What follows belongs to an exercise in optimizing a design on an open flow for small area, a short achievable clock period and few clock cycles per item; a production flow would make more cautious choices. RTL that was checked went through simulation tests only; none was proved equivalent to the original. Only the layout flow was run in run 1; the RTL was not checked for function there. No activity file was given, so power comes from the tool's default toggle rates.

==> design.v <==
package olte_pkg;
  typedef enum logic [3:0] {
    ActPushFront    = 4'd0,
    ActPushBack     = 4'd1,
    ActPopFront     = 4'd2,
    ActInsertUnique = 4'd3,
    ActRemoveValue  = 4'd4,
    ActExists       = 4'd5,
    ActReadIndex    = 4'd6,
    ActFront        = 4'd7,
    ActBack         = 4'd8,
    ActClear        = 4'd9
  } action_e;
  typedef enum logic [1:0] {
    StOk    = 2'd0,
    StEmpty = 2'd1,
    StRange = 2'd2,
    StFull  = 2'd3
  } status_e;
  typedef struct packed {
    logic [3:0]  action;
    logic [31:0] value;
    logic [5:0]  position;
  } in_item_t;
  typedef struct packed {
    status_e     status;
    logic        found;
    logic [31:0] read_value;
    logic [6:0]  occupancy;
  } out_item_t;
endpackage
module olte_ram #(
  parameter int Width = 32,
  parameter int Depth = 64
) (
  input  logic                     clk_i,
  input  logic                     we_i,
  input  logic [$clog2(Depth)-1:0] waddr_i,
  input  logic [Width-1:0]         wdata_i,
  input  logic                     re_i,
  input  logic [$clog2(Depth)-1:0] raddr_i,
  output logic [Width-1:0]         rdata_o
);
  logic [Width-1:0] mem_q [Depth];
  logic [Width-1:0] rdata_q;
  always_ff @(posedge clk_i) begin
    if (we_i) begin
      mem_q[waddr_i] <= wdata_i;
    end
    if (re_i) begin
      rdata_q <= mem_q[raddr_i];
    end
  end
  assign rdata_o = rdata_q;
endmodule
module olte_seq #(
  parameter int DEPTH  = 64,
  parameter int DATA_W = 32,
  parameter int CNT_W  = $clog2(DEPTH + 1),
  parameter int ADDR_W = $clog2(DEPTH)
) (
  input  logic                 clk_i,
  input  logic                 rst_ni,
  input  logic                 in_valid_i,
  output logic                 in_ready_o,
  input  olte_pkg::in_item_t   in_item_i,
  output logic                 res_valid_o,
  input  logic                 res_ready_i,
  output olte_pkg::out_item_t  res_o,
  output logic [CNT_W-1:0]     count_o,
  output logic                 ram_we_o,
  output logic [ADDR_W-1:0]    ram_waddr_o,
  output logic [DATA_W-1:0]    ram_wdata_o,
  output logic                 ram_re_o,
  output logic [ADDR_W-1:0]    ram_raddr_o,
  input  logic [DATA_W-1:0]    ram_rdata_i
);
  localparam int PosW = (CNT_W > 6) ? CNT_W : 6;
  localparam logic [CNT_W:0]   DepthSum = (CNT_W + 1)'(DEPTH);
  localparam logic [CNT_W-1:0] DepthCnt = CNT_W'(DEPTH);
  localparam logic [CNT_W-1:0] DepthM1  = CNT_W'(DEPTH - 1);
  typedef enum logic [5:0] {
    SIdle = 6'b000001,
    SExec = 6'b000010,
    SSrch = 6'b000100,
    SShft = 6'b001000,
    SRdwt = 6'b010000,
    SResp = 6'b100000
  } state_e;
  state_e                state_q, state_d;
  logic [3:0]            act_q, act_d;
  logic [DATA_W-1:0]     val_q, val_d;
  logic [5:0]            pos_q, pos_d;
  logic [CNT_W-1:0]      count_q, count_d;
  logic [ADDR_W-1:0]     start_q, start_d;
  logic [CNT_W-1:0]      idx_q, idx_d;
  logic                  chk_q, chk_d;
  logic [ADDR_W-1:0]     chk_slot_q, chk_slot_d;
  logic [ADDR_W-1:0]     hole_q, hole_d;
  logic                  pend_q, pend_d;
  logic [ADDR_W-1:0]     pend_slot_q, pend_slot_d;
  olte_pkg::status_e     status_q, status_d;
  logic                  found_q, found_d;
  logic [31:0]           rd_q, rd_d;
  logic [CNT_W-1:0]      offset;
  logic [CNT_W:0]        sum;
  logic [ADDR_W-1:0]     slot;
  logic                  full, empty, pos_oob, match;
  assign full    = (count_q == DepthCnt);
  assign empty   = (count_q == '0);
  assign pos_oob = (PosW'(pos_q) >= PosW'(count_q));
  assign match   = chk_q && (ram_rdata_i == val_q);
  always_comb begin
    offset = '0;
    case (state_q)
      SExec: begin
        case (act_q)
          olte_pkg::ActPushFront: offset = DepthM1;
          olte_pkg::ActPushBack:  offset = count_q;
          olte_pkg::ActReadIndex: offset = CNT_W'(pos_q);
          olte_pkg::ActBack:      offset = count_q - CNT_W'(1);
          default:                offset = '0;
        endcase
      end
      SSrch, SShft: offset = idx_q;
      SRdwt:        offset = CNT_W'(1);
      default:      offset = '0;
    endcase
    sum = (CNT_W + 1)'(start_q) + (CNT_W + 1)'(offset);
    if (sum >= DepthSum) begin
      sum = sum - DepthSum;
    end
    slot = sum[ADDR_W-1:0];
  end
  always_comb begin
    state_d     = state_q;
    act_d       = act_q;
    val_d       = val_q;
    pos_d       = pos_q;
    count_d     = count_q;
    start_d     = start_q;
    idx_d       = idx_q;
    chk_d       = chk_q;
    chk_slot_d  = chk_slot_q;
    hole_d      = hole_q;
    pend_d      = pend_q;
    pend_slot_d = pend_slot_q;
    status_d    = status_q;
    found_d     = found_q;
    rd_d        = rd_q;
    ram_we_o    = 1'b0;
    ram_waddr_o = slot;
    ram_wdata_o = val_q;
    ram_re_o    = 1'b0;
    ram_raddr_o = slot;
    case (state_q)
      SIdle: begin
        if (in_valid_i) begin
          act_d    = in_item_i.action;
          val_d    = DATA_W'(in_item_i.value);
          pos_d    = in_item_i.position;
          status_d = olte_pkg::StOk;
          found_d  = 1'b0;
          rd_d     = '0;
          state_d  = SExec;
        end
      end
      SExec: begin
        state_d = SResp;
        case (act_q)
          olte_pkg::ActPushFront: begin
            if (full) begin
              status_d = olte_pkg::StFull;
            end else begin
              ram_we_o = 1'b1;
              start_d  = slot;
              count_d  = count_q + CNT_W'(1);
              found_d  = 1'b1;
            end
          end
          olte_pkg::ActPushBack: begin
            if (full) begin
              status_d = olte_pkg::StFull;
            end else begin
              ram_we_o = 1'b1;
              count_d  = count_q + CNT_W'(1);
              found_d  = 1'b1;
            end
          end
          olte_pkg::ActPopFront, olte_pkg::ActFront, olte_pkg::ActBack,
          olte_pkg::ActReadIndex: begin
            if (empty) begin
              status_d = olte_pkg::StEmpty;
            end else if ((act_q == olte_pkg::ActReadIndex) && pos_oob) begin
              status_d = olte_pkg::StRange;
            end else begin
              ram_re_o = 1'b1;
              state_d  = SRdwt;
            end
          end
          olte_pkg::ActInsertUnique: begin
            idx_d   = '0;
            chk_d   = 1'b0;
            state_d = SSrch;
          end
          olte_pkg::ActRemoveValue, olte_pkg::ActExists: begin
            if (empty) begin
              status_d = olte_pkg::StEmpty;
            end else begin
              idx_d   = '0;
              chk_d   = 1'b0;
              state_d = SSrch;
            end
          end
          olte_pkg::ActClear: begin
            count_d = '0;
            start_d = '0;
            found_d = 1'b1;
          end
          default: ;
        endcase
      end
      SSrch: begin
        if (match) begin
          case (act_q)
            olte_pkg::ActExists: begin
              found_d = 1'b1;
              state_d = SResp;
            end
            olte_pkg::ActRemoveValue: begin
              hole_d  = chk_slot_q;
              pend_d  = 1'b0;
              state_d = SShft;
            end
            default: state_d = SResp;
          endcase
        end else if (idx_q >= count_q) begin
          state_d = SResp;
          if (act_q == olte_pkg::ActInsertUnique) begin
            if (full) begin
              status_d = olte_pkg::StFull;
            end else begin
              ram_we_o = 1'b1;
              count_d  = count_q + CNT_W'(1);
              found_d  = 1'b1;
            end
          end
        end else begin
          ram_re_o   = 1'b1;
          chk_slot_d = slot;
          chk_d      = 1'b1;
          idx_d      = idx_q + CNT_W'(1);
        end
      end
      SShft: begin
        if (pend_q) begin
          ram_we_o    = 1'b1;
          ram_waddr_o = hole_q;
          ram_wdata_o = ram_rdata_i;
          hole_d      = pend_slot_q;
        end
        if (idx_q < count_q) begin
          ram_re_o    = 1'b1;
          pend_slot_d = slot;
          pend_d      = 1'b1;
          idx_d       = idx_q + CNT_W'(1);
        end else begin
          pend_d = 1'b0;
          if (!pend_q) begin
            count_d = count_q - CNT_W'(1);
            found_d = 1'b1;
            state_d = SResp;
          end
        end
      end
      SRdwt: begin
        rd_d    = 32'(ram_rdata_i);
        found_d = 1'b1;
        if (act_q == olte_pkg::ActPopFront) begin
          start_d = slot;
          count_d = count_q - CNT_W'(1);
        end
        state_d = SResp;
      end
      SResp: begin
        if (res_ready_i) begin
          state_d = SIdle;
        end
      end
      default: state_d = SIdle;
    endcase
  end
  always_ff @(posedge clk_i or negedge rst_ni) begin
    if (!rst_ni) begin
      state_q <= SIdle;
      count_q <= '0;
      start_q <= '0;
      chk_q   <= 1'b0;
      pend_q  <= 1'b0;
    end else begin
      state_q <= state_d;
      count_q <= count_d;
      start_q <= start_d;
      chk_q   <= chk_d;
      pend_q  <= pend_d;
    end
  end
  always_ff @(posedge clk_i) begin
    act_q       <= act_d;
    val_q       <= val_d;
    pos_q       <= pos_d;
    idx_q       <= idx_d;
    chk_slot_q  <= chk_slot_d;
    hole_q      <= hole_d;
    pend_slot_q <= pend_slot_d;
    status_q    <= status_d;
    found_q     <= found_d;
    rd_q        <= rd_d;
  end
  assign in_ready_o       = (state_q == SIdle);
  assign res_valid_o      = (state_q == SResp);
  assign res_o.status     = status_q;
  assign res_o.found      = found_q;
  assign res_o.read_value = rd_q;
  assign res_o.occupancy  = 7'(count_q);
  assign count_o          = count_q;
endmodule
module ordered_list_table_engine #(
  parameter int DEPTH  = 64,
  parameter int DATA_W = 32
) (
  input  logic                clk_i,
  input  logic                rst_ni,
  input  logic                in_valid_i,
  output logic                in_ready_o,
  input  logic [41:0]         in_item_i,
  output logic                out_valid_o,
  input  logic                out_ready_i,
  output logic [41:0]         out_item_o
);
  localparam int CntW  = $clog2(DEPTH + 1);
  localparam int AddrW = $clog2(DEPTH);
  olte_pkg::in_item_t  in_item;
  assign in_item = in_item_i;
  logic                res_valid;
  logic                res_ready;
  olte_pkg::out_item_t res;
  logic [CntW-1:0]     count;
  logic                ram_we;
  logic [AddrW-1:0]    ram_waddr;
  logic [DATA_W-1:0]   ram_wdata;
  logic                ram_re;
  logic [AddrW-1:0]    ram_raddr;
  logic [DATA_W-1:0]   ram_rdata;
  logic                out_valid_q, out_valid_d;
  olte_pkg::out_item_t out_item_q;
  olte_seq #(
    .DEPTH  (DEPTH),
    .DATA_W (DATA_W),
    .CNT_W  (CntW),
    .ADDR_W (AddrW)
  ) u_seq (
    .clk_i       (clk_i),
    .rst_ni      (rst_ni),
    .in_valid_i  (in_valid_i),
    .in_ready_o  (in_ready_o),
    .in_item_i   (in_item),
    .res_valid_o (res_valid),
    .res_ready_i (res_ready),
    .res_o       (res),
    .count_o     (count),
    .ram_we_o    (ram_we),
    .ram_waddr_o (ram_waddr),
    .ram_wdata_o (ram_wdata),
    .ram_re_o    (ram_re),
    .ram_raddr_o (ram_raddr),
    .ram_rdata_i (ram_rdata)
  );
  olte_ram #(
    .Width (DATA_W),
    .Depth (DEPTH)
  ) u_ram (
    .clk_i   (clk_i),
    .we_i    (ram_we),
    .waddr_i (ram_waddr),
    .wdata_i (ram_wdata),
    .re_i    (ram_re),
    .raddr_i (ram_raddr),
    .rdata_o (ram_rdata)
  );
  assign res_ready = !out_valid_q || out_ready_i;
  always_comb begin
    out_valid_d = out_valid_q;
    if (res_valid && res_ready) begin
      out_valid_d = 1'b1;
    end else if (out_ready_i) begin
      out_valid_d = 1'b0;
    end
  end
  always_ff @(posedge clk_i or negedge rst_ni) begin
    if (!rst_ni) begin
      out_valid_q <= 1'b0;
    end else begin
      out_valid_q <= out_valid_d;
    end
  end
  always_ff @(posedge clk_i) begin
    if (res_valid && res_ready) begin
      out_item_q <= res;
    end
  end
  assign out_valid_o = out_valid_q;
  assign out_item_o  = out_item_q;
endmodule
==> run.sh <==
#!/bin/bash
# synth_recipe.tcl (not shown) runs the flow's synth.tcl, then flattens the netlist and writes it again
# the make line also repeats each setting of config.mk as NAME=value (left out here)
make -C /OpenROAD-flow-scripts/flow DESIGN_CONFIG=/design/flow/config.mk WORK_HOME=/design/flow/orfs CLKGATE_MAP_FILE= SYNTH_SCRIPT=/design/flow/synth_recipe.tcl finish
==> config.mk <==
export PLATFORM = sky130hd
export DESIGN_NAME = ordered_list_table_engine
export DESIGN_NICKNAME = ordered_list_table_engine
export VERILOG_FILES = /design/flow/design.v
export SDC_FILE = /design/flow/constraint.sdc
export NUM_CORES = 4
export LEC_CHECK = 0
export CAP_MARGIN = 20
export CORE_MARGIN = 2
export CORE_UTILIZATION = 40
export SLEW_MARGIN = 20
==> constraint.sdc <==
create_clock -name core_clock -period 8.0 [get_ports {clk_i}]
set_input_delay 1.6000 -clock core_clock [delete_from_list [all_inputs] [get_ports {clk_i}]]
set_output_delay 1.6000 -clock core_clock [all_outputs]
set_load 0.01 [all_outputs]
==> results of run 1 <==
-- routing by layer --
| layer | up-vias | track usage | share of wire |
|---|---|---|---|
| li1 | 17400 | - | - |
| met1 | 22500 | 0.276 | 0.41 |
| met5 | - | 0 | 0 |
| met4 | 0 | 0.0594 | 0.029 |
| met2 | 1589 | 0.327 | 0.49 |
| met3 | 284 | 0.0318 | 0.068 |
-- cell type report --
cell class                      instances  area, um2
Antenna cell                            3       7.51
Clock buffer                          267       5700
Clock inverter                        152       1510
Fill cell                           17800     117000
Inverter                               29        110
Multi-Input combinational cell       1557      19800
Sequential cell                      2246      67300
Tap cell                             2854       3570
Timing Repair Buffer                  240       2430
-- kinds of logic after synthesis --
logic type | synth area share
multiplexers | 0.166
XOR/XNOR | 0.00468
AO/OA/AOI/OAI | 0.0200
flip-flops | 0.770
AND/OR/NAND/NOR | 0.0241
buffers and inverters | 0.0116
adder cells (fa/ha/maj) | 0.00323
-- final timing paths --
path,start,to,slack [ps]
max,u_seq.act_q[0],u_ram.mem_q[10][28],1420
min,u_seq.rd_q[21],out_item_q[28],410
max reg2reg,u_seq.act_q[0],u_ram.mem_q[10][28],1420
min reg2reg,u_seq.rd_q[21],out_item_q[28],410
max in group asynchronous,rst_ni,u_seq.state_q[0],6580
min in group asynchronous,rst_ni,u_seq.count_q[1],1110
-- cell usage after synthesis (all sizes together) (2+ instances only) --
master	number
o211ai	3
a22oi	10
mux2	3
o32ai	34
clkbuf	80
nor4	14
o21a	3
and2	37
o21bai	2
xor2	31
o22ai	39
nor3b	2
o21ai	98
nand2	154
a21oi	19
inv	29
nand3b	2
a31o	2
buf	124
nor3	16
o31ai	7
and3	4
ha	21
a22o	3
a21o	4
dfrtp	21
nor2	180
nor2b	9
o41ai	5
mux4	544
a2bb2oi	2
a211oi	6
nand2b	12
nand3	10
xnor2	13
mux2i	226
or2	5
or3	3
nand4	4
edfxtp	2224
a31oi	12
-- sequential cells by signal, indices dropped and copies added (netlist names) --
name               count
u_seq.act_q            4
out_valid_q            1
u_seq.idx_q            7
u_seq.state_q          6
u_seq.pos_q            6
u_seq.pend_q           1
u_seq.chk_q            1
u_seq.rd_q            32
u_seq.count_q          7
out_item_q            42
u_ram.rdata_q         32
u_seq.found_q          1
u_seq.hole_q           6
u_seq.chk_slot_q       6
u_seq.val_q           32
u_ram.mem_q         2048
u_seq.start_q          6
u_seq.pend_slot_q      6
u_seq.status_q         2
-- power by group --
| part | switching (mW) | total, mW | internal [mW] | leakage (nW) |
|---|---|---|---|---|
| clock | 4.46 | 10.3 | 5.84 | 3.50 |
| sequential | 0.145 | 13.8 | 13.6 | 20.3 |
| combinational | 1.74 | 2.48 | 0.736 | 8.72 |
| total | 6.35 | 26.6 | 20.2 | 32.6 |
-- through the flow --
stage / cells / instance area, um2 / hold WS (ps) / total power [mW] / utilization
floorplan: 4036 / 87400 / 400 / 15.4 / -
global placement: 6923 / 93200 / 404 / 16.5 / 0.429
detailed placement: 6926 / 93200 / 405 / 16.5 / 0.429
CTS: 7345 / 100000 / 414 / 26.8 / 0.463
global route: 7346 / 100000 / 417 / 27.3 / 0.463
finish: 7348 / 100000 / 414 / 26.6 / 0.463
==> results.py, run 1 <==
metrics = {
    "outcome": {
        "outcome": "timing/DRC/antenna clean",
    },
    "detailed_routing": {
        "post-route-drc-count": 0,
        "wirelength_um": 223000,
        "first_pass_iters": 5,
        "via_count": 41700,
        "viasPerCell": 5.68,
        "detail_route.wl_per_cell_um": 30.3,
        "ant_nets": 0,
        "initialDrtViolationCount": 5013,
    },
    "worst_setup_path": {
        "r2r_cells": 14,
        "arrival_ps": 7190,
        "crit_top_cell": "nor2_1",
        "end_kind": "flop",
        "startpoint_type": "flop",
        "crit_type": "reg -> reg",
        "cp.depth": 14,
        "cp_slowest_cell": "a22oi_2",
        "cpLargestDelayFamily": "simple AND/OR/NAND/NOR gates",
        "cp_num_buf_inv": 2,
        "critPathMaxFanout": 24,
        "crit_chain": "nand2b_1, nor2_1, o21ai_0, o21ai_0, ha_1, nor2_1, nor2_1, xnor2_1, clkinv_2, nand2b_2, nor2_1, a22oi_2, nor2_4, buf_4",
        "required_ps": 8610,
        "max_stage_delay_ps": 980,
    },
    "synth": {
        "syn_inst": 4036,
        "async_reset_ff_frac": 0.00980,
        "yosysTopAreaCell": "edfxtp_1",
        "synth_area_leaders": "edfxtp_1 76%, mux4_2 14%, mux2i_1 2.6%",
        "synthFlopType": "edfxtp_1",
        "synth-seq-cells": 2246,
        "yosysTopAreaCellShare": 0.764,
        "syn-mean-instance-area_um2": 21.7,
        "synthesis.nets": 4104,
        "ys_warn_count": 3,
        "syn_area_um2": 87400,
        "ys_seq_area_frac": 0.770,
        "synth_edf_count": 2224,
        "synth.distinct_cells": 78,
    },
    "sta": {
        "hold_violations": 0,
        "relSlewSlack": 0.216,
        "period_needed_ps": 6580,
        "fin_crit_sh": 0.822,
        "rsz0062_at_grt": "no",
        "fin_ws_ps": 1420,
        "final_max_slew_viol_count": 0,
        "tns_ps": 0,
        "finalClockSkew_ps": 62.6,
        "fmax_ghz": 0.152,
        "setup_viol": 0,
        "worst_slew_pin_slew_ps": 1180,
    },
    "floorplanning": {
        "fp-row-count": 171,
        "coreArea_um2": 217000,
        "start_util": 0.403,
        "die_h_um": 472,
        "die_x_um": 472,
        "ios": 90,
        "die_area_um2": 222000,
    },
    "grt": {
        "grt.overflow.total": 0,
        "antenna_found_initial": 13,
        "grt_pass1_vias": 41800,
        "grt_pass1_wl_um": 317000,
        "grt.total_usage": 0.200,
        "grt_start_max_net_pins": 129,
    },
    "finish": {
        "fin_nets": 4363,
        "drive_gt1_frac": 0.259,
        "areaGrowthSynthToFinish_pct": 14.9,
        "final_common_cell": "edfxtp_1",
        "final_cell_mix": "2224 x edfxtp_1, 544 x mux4_2, 226 x mux2i_1",
    },
    "clocking": {
        "hold_buffers": 0,
        "cts.path.max_buffers": 3,
        "cts_tree": "built",
        "clock_latency_ps": 860,
        "cts_sinks": 2246,
        "path_clk_slew_ps": 60,
        "cts_resized": 0,
        "cts_made_buffers": 221,
        "cts_setup_buffers": 0,
        "htreeDepth": 4,
        "cts_root_buf": "clkbuf_16",
    },
    "placed_design": {
        "dp_hpwl_um": 132000,
        "place_ws_ps": 1520,
        "port_buffers": 89,
        "gp_congestion": 0.858,
    },
    "pwr": {
        "power_density_nw_per_um2": 264,
        "irDropWorstVdd_mv": 0.219,
        "p_leak_nw": 32.6,
    },
    "flow_run": {
        "cap_viol_max_count": 0,
    },
    "min_path": {
        "whs_path_depth": 0,
        "min_path_type": "reg -> reg",
    },
}
==> inputs of run 2 (changes only) <==
--- a/design.v
+++ b/design.v
@@ -286,3 +286,13 @@
         if (res_ready_i) begin
-          state_d = SIdle;
+          if (in_valid_i) begin
+            act_d    = in_item_i.action;
+            val_d    = DATA_W'(in_item_i.value);
+            pos_d    = in_item_i.position;
+            status_d = olte_pkg::StOk;
+            found_d  = 1'b0;
+            rd_d     = '0;
+            state_d  = SExec;
+          end else begin
+            state_d = SIdle;
+          end
         end
@@ -319,3 +329,3 @@
   end
-  assign in_ready_o       = (state_q == SIdle);
+  assign in_ready_o       = (state_q == SIdle) || ((state_q == SResp) && res_ready_i);
   assign res_valid_o      = (state_q == SResp);
--- a/config.mk
+++ b/config.mk
@@ -10,2 +10,4 @@
 export CORE_UTILIZATION = 40
+export SETUP_SLACK_MARGIN = 3.5
 export SLEW_MARGIN = 20
+export TNS_END_PERCENT = 5
==> run 2 against run 1 <==
  * Synthesized area is 0.28% higher
  * Clock power barely moved
  * First-iteration DRC count grew 49%
  * Still clean
  * Non-clock buffer count is 257 higher
  * Combinational power grew 13%
  * Critical path type unchanged
  * Core utilization rose by 2.2 points
  * Via count rose by 16%
  * Largest cell class unchanged
  * Register-to-register slack improved by 1900 ps
==> results.py, run 2 <==
metrics = {
    "detailed_routing": {
        "initialDrtViolationCount": 7472,
        "viasPerCell": 6.00,
        "via_count": 48200,
        "ant_nets": 0,
        "first_pass_iters": 6,
        "wirelength_um": 261000,
        "detail_route.wl_per_cell_um": 32.4,
        "post-route-drc-count": 0,
    },
    "sta": {
        "period_needed_ps": 4690,
        "tns_ps": 0,
        "fmax_ghz": 0.213,
        "relSlewSlack": 0.210,
        "setup_viol": 0,
        "whs_ps": 420,
        "worst_slew_pin_slew_ps": 1190,
        "finalClockSkew_ps": 58.6,
        "hold_violations": 0,
        "fin_crit_sh": 0.586,
        "rsz0062_at_grt": "yes",
        "final_max_slew_viol_count": 0,
    },
    "finish": {
        "finalNonFillerCells": 8043,
        "drive_gt1_frac": 0.290,
        "largest_reg_flops": 2048,
        "final_cell_mix": "2224 x edfxtp_1, 631 x nand2_1, 512 x mux4_2",
        "fin_nets": 5074,
        "top_regs": "u_ram.mem_q: 2048 flops, out_item_q: 42 flops",
        "fin_area_um2": 105000,
        "top_register": "u_ram.mem_q",
        "final_common_cell": "edfxtp_1",
        "areaGrowthSynthToFinish_pct": 20.3,
        "utilization": 0.485,
    },
    "grt": {
        "grt.total_usage": 0.226,
        "grt_start_max_net_pins": 131,
        "grt.overflow.total": 0,
        "grt_pass1_wl_um": 355000,
        "grt_pass1_vias": 45100,
        "antenna_found_initial": 15,
    },
    "floorplanning": {
        "die_area_um2": 223000,
        "fp-row-count": 171,
        "ios": 90,
        "die_h_um": 472,
        "start_util": 0.403,
        "die_x_um": 472,
        "coreArea_um2": 218000,
    },
    "worst_setup_path": {
        "startpoint_type": "flop",
        "crit_end": "u_ram.rdata_q[6]",
        "critPathMaxFanout": 20,
        "crit_start": "u_seq.state_q[5]",
        "r2r_cells": 18,
        "required_ps": 8640,
        "end_kind": "flop",
        "r2r_slack_ps": 3310,
        "crit_type": "reg -> reg",
        "arrival_ps": 5320,
        "reg2reg_from": "u_seq.state_q[5]",
        "r2r-end": "u_ram.rdata_q[6]",
    },
    "synth": {
        "synthesis.nets": 4569,
        "synth.distinct_cells": 75,
        "synth_common_cells": "2224 x edfxtp_1, 675 x nand2_1, 512 x mux4_2, 183 x nand3_1, 143 x clkbuf_1",
        "synth_edf_count": 2224,
        "syn_inst": 4501,
        "syn_area_um2": 87700,
        "synth_area_leaders": "edfxtp_1 76%, mux4_2 13%, nand2_1 2.9%",
        "synth-seq-cells": 2246,
        "synthFlopType": "edfxtp_1",
        "ys_warn_count": 3,
        "ys_seq_area_frac": 0.768,
        "async_reset_ff_frac": 0.00980,
        "yosysTopAreaCell": "edfxtp_1",
        "yosysMostFrequentCell": "edfxtp_1",
        "syn-mean-instance-area_um2": 19.5,
        "yosysTopAreaCellShare": 0.762,
    },
    "clocking": {
        "cts_tree": "built",
        "cts_sinks": 2246,
        "htreeDepth": 4,
        "clock_latency_ps": 900,
        "hold_buffers": 0,
        "path_clk_slew_ps": 60,
        "cts_made_buffers": 222,
        "cts.path.max_buffers": 3,
        "cts_root_buf": "clkbuf_16",
    },
    "pwr": {
        "power_density_nw_per_um2": 254,
        "irDropWorstVdd_mv": 0.253,
        "p_leak_nw": 33.9,
    },
    "placed_design": {
        "port_buffers": 89,
        "place_area_um2": 93100,
        "gp_congestion": 0.883,
        "place_inst": 7302,
        "dp_hpwl_um": 144000,
    },
    "min_path": {
        "hp-start": "u_seq.rd_q[3]",
        "min_path_type": "reg -> reg",
    },
    "flow_run": {
        "cap_viol_max_count": 0,
    },
    "outcome": {
        "outcome": "timing/DRC/antenna clean",
    },
}
run 2: cell count changes in the layout (fill, tap and decap cells not counted), moves of 35 or more:
cell     delta
nand2_1   +510
mux2i_1   -225
nand3_1   +149
buf_4     +133
nor2_1     -83
and3_1     +66
buf_12     +59
o21ai_1    -58
o22ai_1    -35
run 2: cell type report:
type / instances / area (um2)
diodes: 2 / 5.00
repair buffers: 497 / 6020
well taps: 2854 / 3570
repair inverters: 1 / 16.3
fillers: 17400 / 112000
inverters: 21 / 131
multi-input cells: 2017 / 21300
clock buffers: 268 / 5790
flip-flops and latches: 2246 / 67300
clock inverters: 137 / 1270
run 2: how the worst min path moves through the flow:
stage / endpoint / slack (ps) / cells past startpoint
after detailed placement: out_item_q[10] / 410 / 0
after global placement: out_item_q[29] / 400 / 0
after global routing: out_item_q[23] / 430 / 0
after floorplan: out_item_q[10] / 400 / 0
final: out_item_q[10] / 420 / 0
after CTS: out_item_q[10] / 420 / 0
run 2: cell families after synthesis:
family,share of synthesized area
and+or+nand+nor,0.0571
AOI/OAI and AO/OA,0.0222
muxes,0.132
DFF,0.768
buffers and inverters,0.0130
xor gates and xnor gates,0.00477
adders and majority gates,0.00322
run 2: per-stage QoR:
step	power, mW	worst slack [ps]
floorplan	15.4	3500
global placement	16.6	1510
detailed placement	16.6	1490
CTS	26.8	2850
global route	27.5	3240
finish	26.8	3310
run 2: what timing repair did:
item / CTS / global route
gates resized for setup: 127 / 138
setup endpoints to repair: 2081 / 2078
buffers inserted: 64 / 211
gates cloned: 37 / 14
endpoints found under the hold margin: 0 / 0
pin swaps: 41 / 81
run 2: worst max-delay path: stages (launching register included):
cell and delay (ps):
dfrtp_2 430, nor4b_4 320, and2_4 220, o21ai_4 70, o221ai_4 200, ha_4 180, inv_2 40, fa_4 830
buf_6 110, buf_16 130, buf_16 150, buf_12 110, buf_4 340, mux4_2 420, nand2_1 100, and3_1 220
a311oi_1 80, a311oi_2 420, a31oi_1 70
run 2: routing by layer:
metal | global-route usage | share of wire | vias up
li1 | - | - | 19300
met1 | 0.321 | 0.39 | 25500
met2 | 0.349 | 0.47 | 2987
met3 | 0.0504 | 0.11 | 417
met4 | 0.0708 | 0.032 | 2
met5 | 0 | 0.000050 | -
run 2: where the power goes:
part	switching [mW]	internal [mW]	total, mW
Sequential	0.152	13.7	13.8
Combinational	2.01	0.783	2.80
Clock	4.46	5.72	10.2
Testbench counts of run 2, summed over its fixed seeds: cycles 74,425, actions 3,200.
==> inputs of run 3 (changes only) <==
--- a/config.mk
+++ b/config.mk
@@ -10,3 +10,3 @@
 export CORE_UTILIZATION = 40
-export SETUP_SLACK_MARGIN = 3.5
+export SETUP_SLACK_MARGIN = 4.5
 export SLEW_MARGIN = 20
==> run 3 against run 2 <==
  * Register-to-register slack gained 160 ps
  * Highest routed layer unchanged
  * Cell count shrank 0.14%
  * Sequential power is essentially flat
  * Via count grew 0.33%
  * Sequential cell count is the same
  * Still clean
==> results.py, run 3 <==
metrics = {
    "detailed_routing": {
        "initialDrtViolationCount": 7261,
        "first_pass_iters": 6,
        "ant_nets": 0,
        "detail_route.wl_per_cell_um": 33.2,
        "viasPerCell": 6.03,
        "wirelength_um": 267000,
        "via_count": 48400,
        "post-route-drc-count": 0,
    },
    "worst_setup_path": {
        "startpoint_type": "flop",
        "max_stage_delay_ps": 970,
        "crit_chain": "xnor2_2, nand4_1, nor4_1, nand4_1, nand3_1, inv_1, or3_2",
        "cp_slowest_cell": "or3_2",
        "arrival_ps": 4960,
        "reg2reg_from": "u_ram.rdata_q[13]",
        "crit_start": "u_ram.rdata_q[13]",
        "crit_top_cell": "nand4_1",
        "required_ps": 8440,
        "end_kind": "flop",
        "crit_type": "reg -> reg",
        "r2r_cells": 7,
        "r2r_slack_ps": 3470,
        "critPathMaxFanout": 32,
        "r2r-end": "u_ram.rdata_q[0]",
    },
    "clocking": {
        "cts_sinks": 2246,
        "htreeDepth": 4,
        "clock_latency_ps": 880,
        "cts_root_buf": "clkbuf_16",
        "path_clk_slew_ps": 60,
        "cts.path.max_buffers": 3,
        "hold_buffers": 0,
        "cts_tree": "built",
        "cts_made_buffers": 222,
    },
    "pwr": {
        "p_leak_nw": 34.2,
        "power_mw": 26.6,
        "irDropWorstVdd_mv": 0.203,
        "power_density_nw_per_um2": 249,
    },
    "synth": {
        "synth-seq-cells": 2246,
        "synth_common_cells": "2224 x edfxtp_1, 675 x nand2_1, 512 x mux4_2, 183 x nand3_1, 143 x clkbuf_1",
        "synth_area_leaders": "edfxtp_1 76%, mux4_2 13%, nand2_1 2.9%",
        "ys_seq_area_frac": 0.768,
        "yosysTopAreaCellShare": 0.762,
        "yosysMostFrequentCell": "edfxtp_1",
        "syn_inst": 4501,
        "synth_edf_count": 2224,
        "synthFlopType": "edfxtp_1",
        "syn-mean-instance-area_um2": 19.5,
        "ys_warn_count": 3,
        "yosysTopAreaCell": "edfxtp_1",
        "synthesis.nets": 4569,
        "synth.distinct_cells": 75,
        "syn_area_um2": 87700,
        "async_reset_ff_frac": 0.00980,
    },
    "outcome": {
        "outcome": "timing/DRC/antenna clean",
    },
    "grt": {
        "busiest_layer": "met2",
        "antenna_found_initial": 6,
        "grt.total_usage": 0.231,
        "grt_start_max_net_pins": 78,
        "grtUsageMet3": 0.0456,
        "grt_pass1_vias": 46500,
        "grt.overflow.total": 0,
        "grt_pass1_wl_um": 364000,
        "grt.met2_usage": 0.353,
        "use_met1": 0.330,
    },
    "finish": {
        "fin_nets": 5063,
        "largest_reg_flops": 2048,
        "top_regs": "u_ram.mem_q: 2048 flops, out_item_q: 42 flops",
        "final_common_cell": "edfxtp_1",
        "fin_area_um2": 107000,
        "top_register": "u_ram.mem_q",
        "final_cell_mix": "2224 x edfxtp_1, 620 x nand2_1, 512 x mux4_2",
        "areaGrowthSynthToFinish_pct": 21.8,
        "drive_gt1_frac": 0.297,
        "fillers": 17200,
        "finalNonFillerCells": 8032,
    },
    "floorplanning": {
        "die_area_um2": 223000,
        "die_h_um": 472,
        "ios": 90,
        "fp-row-count": 171,
        "start_util": 0.403,
        "coreArea_um2": 218000,
        "die_x_um": 472,
    },
    "placed_design": {
        "place_inst": 7311,
        "place_ws_ps": 2110,
        "place_area_um2": 93600,
        "gp_congestion": 0.877,
        "dp_hpwl_um": 140000,
        "port_buffers": 89,
    },
    "flow_run": {
        "cap_viol_max_count": 0,
    },
    "sta": {
        "fin_ws_ps": 3470,
        "setup_viol": 0,
        "relSlewSlack": 0.260,
        "final_max_slew_viol_count": 0,
        "period_needed_ps": 4530,
        "hold_violations": 0,
        "fmax_ghz": 0.221,
        "finalClockSkew_ps": 48.4,
        "fin_crit_sh": 0.566,
        "tns_ps": 0,
        "rsz0062_at_grt": "yes",
        "worst_slew_pin_slew_ps": 1110,
    },
    "min_path": {
        "whs_path_depth": 0,
        "holdPathEnd": "out_item_q[38]",
        "hp-start": "u_seq.rd_q[31]",
        "min_path_type": "reg -> reg",
    },
}
run 3: area by class of cell:
class	instances	area, um2	share of cell area
clock buffer	275	5800	0.0543
timing repair buffer	500	7100	0.0665
antenna	4	10.0	0.0000937
timing repair inverter	3	43.8	0.000410
clock inverter	128	977	0.00915
inverter	21	134	0.00125
sequential	2246	67300	0.631
multi-input combinational	2001	21800	0.204
tap	2854	3570	0.0334
run 3: kinds of logic (layout without fill, tap and decap cells):
| group | count (synthesis) | count (layout) | share of synthesized area |
|---|---|---|---|
| xor+xnor | 46 | 48 | 0.00477 |
| simple gates | 1143 | 1160 | 0.0571 |
| mux | 514 | 514 | 0.132 |
| buf+inv | 273 | 927 | 0.0130 |
| fa+ha+maj | 22 | 22 | 0.00322 |
| other cells | 0 | 4 | 0 |
| flops | 2246 | 2246 | 0.768 |
| compound gates | 257 | 257 | 0.0222 |
run 3: what timing repair did:
action                                  4_1_cts  5_1_grt
gates cloned                                 46       21
resized for setup                           301      132
endpoints found under the setup margin     2204     2934
buffers inserted                            192       55
pin swaps                                   112       62
run 3: worst max path at each step:
stage	end	slack, ps	cells past startpoint
after floorplan	u_ram.mem_q[51][0]	3840	17
after global placement	u_ram.rdata_q[22]	1970	13
after detailed placement	u_ram.rdata_q[20]	2110	15
after CTS	u_ram.rdata_q[17]	3580	16
after global routing	u_ram.rdata_q[18]	3520	16
final	u_ram.rdata_q[0]	3470	7
run 3: worst max-delay path: cells and delay by family, from the launching register on:
kind,cells,cell delay [ps]
XOR/XNOR,1,530
AND/OR/NAND/NOR,5,2760
flip-flops,1,490
buffers and inverters,1,250
run 3: where the power goes:
group | leakage (nW) | total [mW] | switching (mW) | internal [mW]
registers | 20.3 | 13.9 | 0.162 | 13.7
logic | 10.6 | 2.90 | 2.06 | 0.837
clock network | 3.27 | 9.87 | 4.41 | 5.46
run 3: through the flow:
| stage | hold slack, ps | utilization |
|---|---|---|
| floorplan | 400 | - |
| global placement | 400 | 0.427 |
| detailed placement | 405 | 0.430 |
| CTS | 419 | 0.483 |
| global route | 426 | 0.491 |
| finish | 419 | 0.491 |
run 3: metal layers:
metal  share of wire  wire, um
met1            0.39    104000
met2            0.46    122000
met3            0.11     29100
met4           0.041     10900
met5        0.000041        11

## re-timing with driven ports
Ports are ideal in the flow. The routed layouts listed here were re-timed in OpenROAD. Step 1 (the two cells are an assumption about what drives the block):
set clk [get_ports {clk_i}]
set_driving_cell -lib_cell sky130_fd_sc_hd__clkbuf_16 $clk
set_driving_cell -lib_cell sky130_fd_sc_hd__buf_2 [delete_from_list [all_inputs] $clk]
Step 2 times the ports against the registers' clock, not the clock port: input delays grow and output delays shrink by t, the midpoint of the rising clock arrivals with the driver on. Three values: ideal ports, drivers, drivers and shift; two values: the first two.
| run | shift t [ns] | slack for setup (ns) | worst setup path after step 2 | cell pins on the clock port's net |
|---|---|---|---|---|
| run 1 | 0.914 | 1.424 / 1.424 / 1.424 | register to register | 1 |
| run 2 | 0.965 | 3.312 / 3.312 / 3.312 | register to register | 1 |
| run 3 | 0.943 | 3.474 / 3.474 / 3.474 | register to register | 1 |
After both steps every run listed still meets setup and hold.
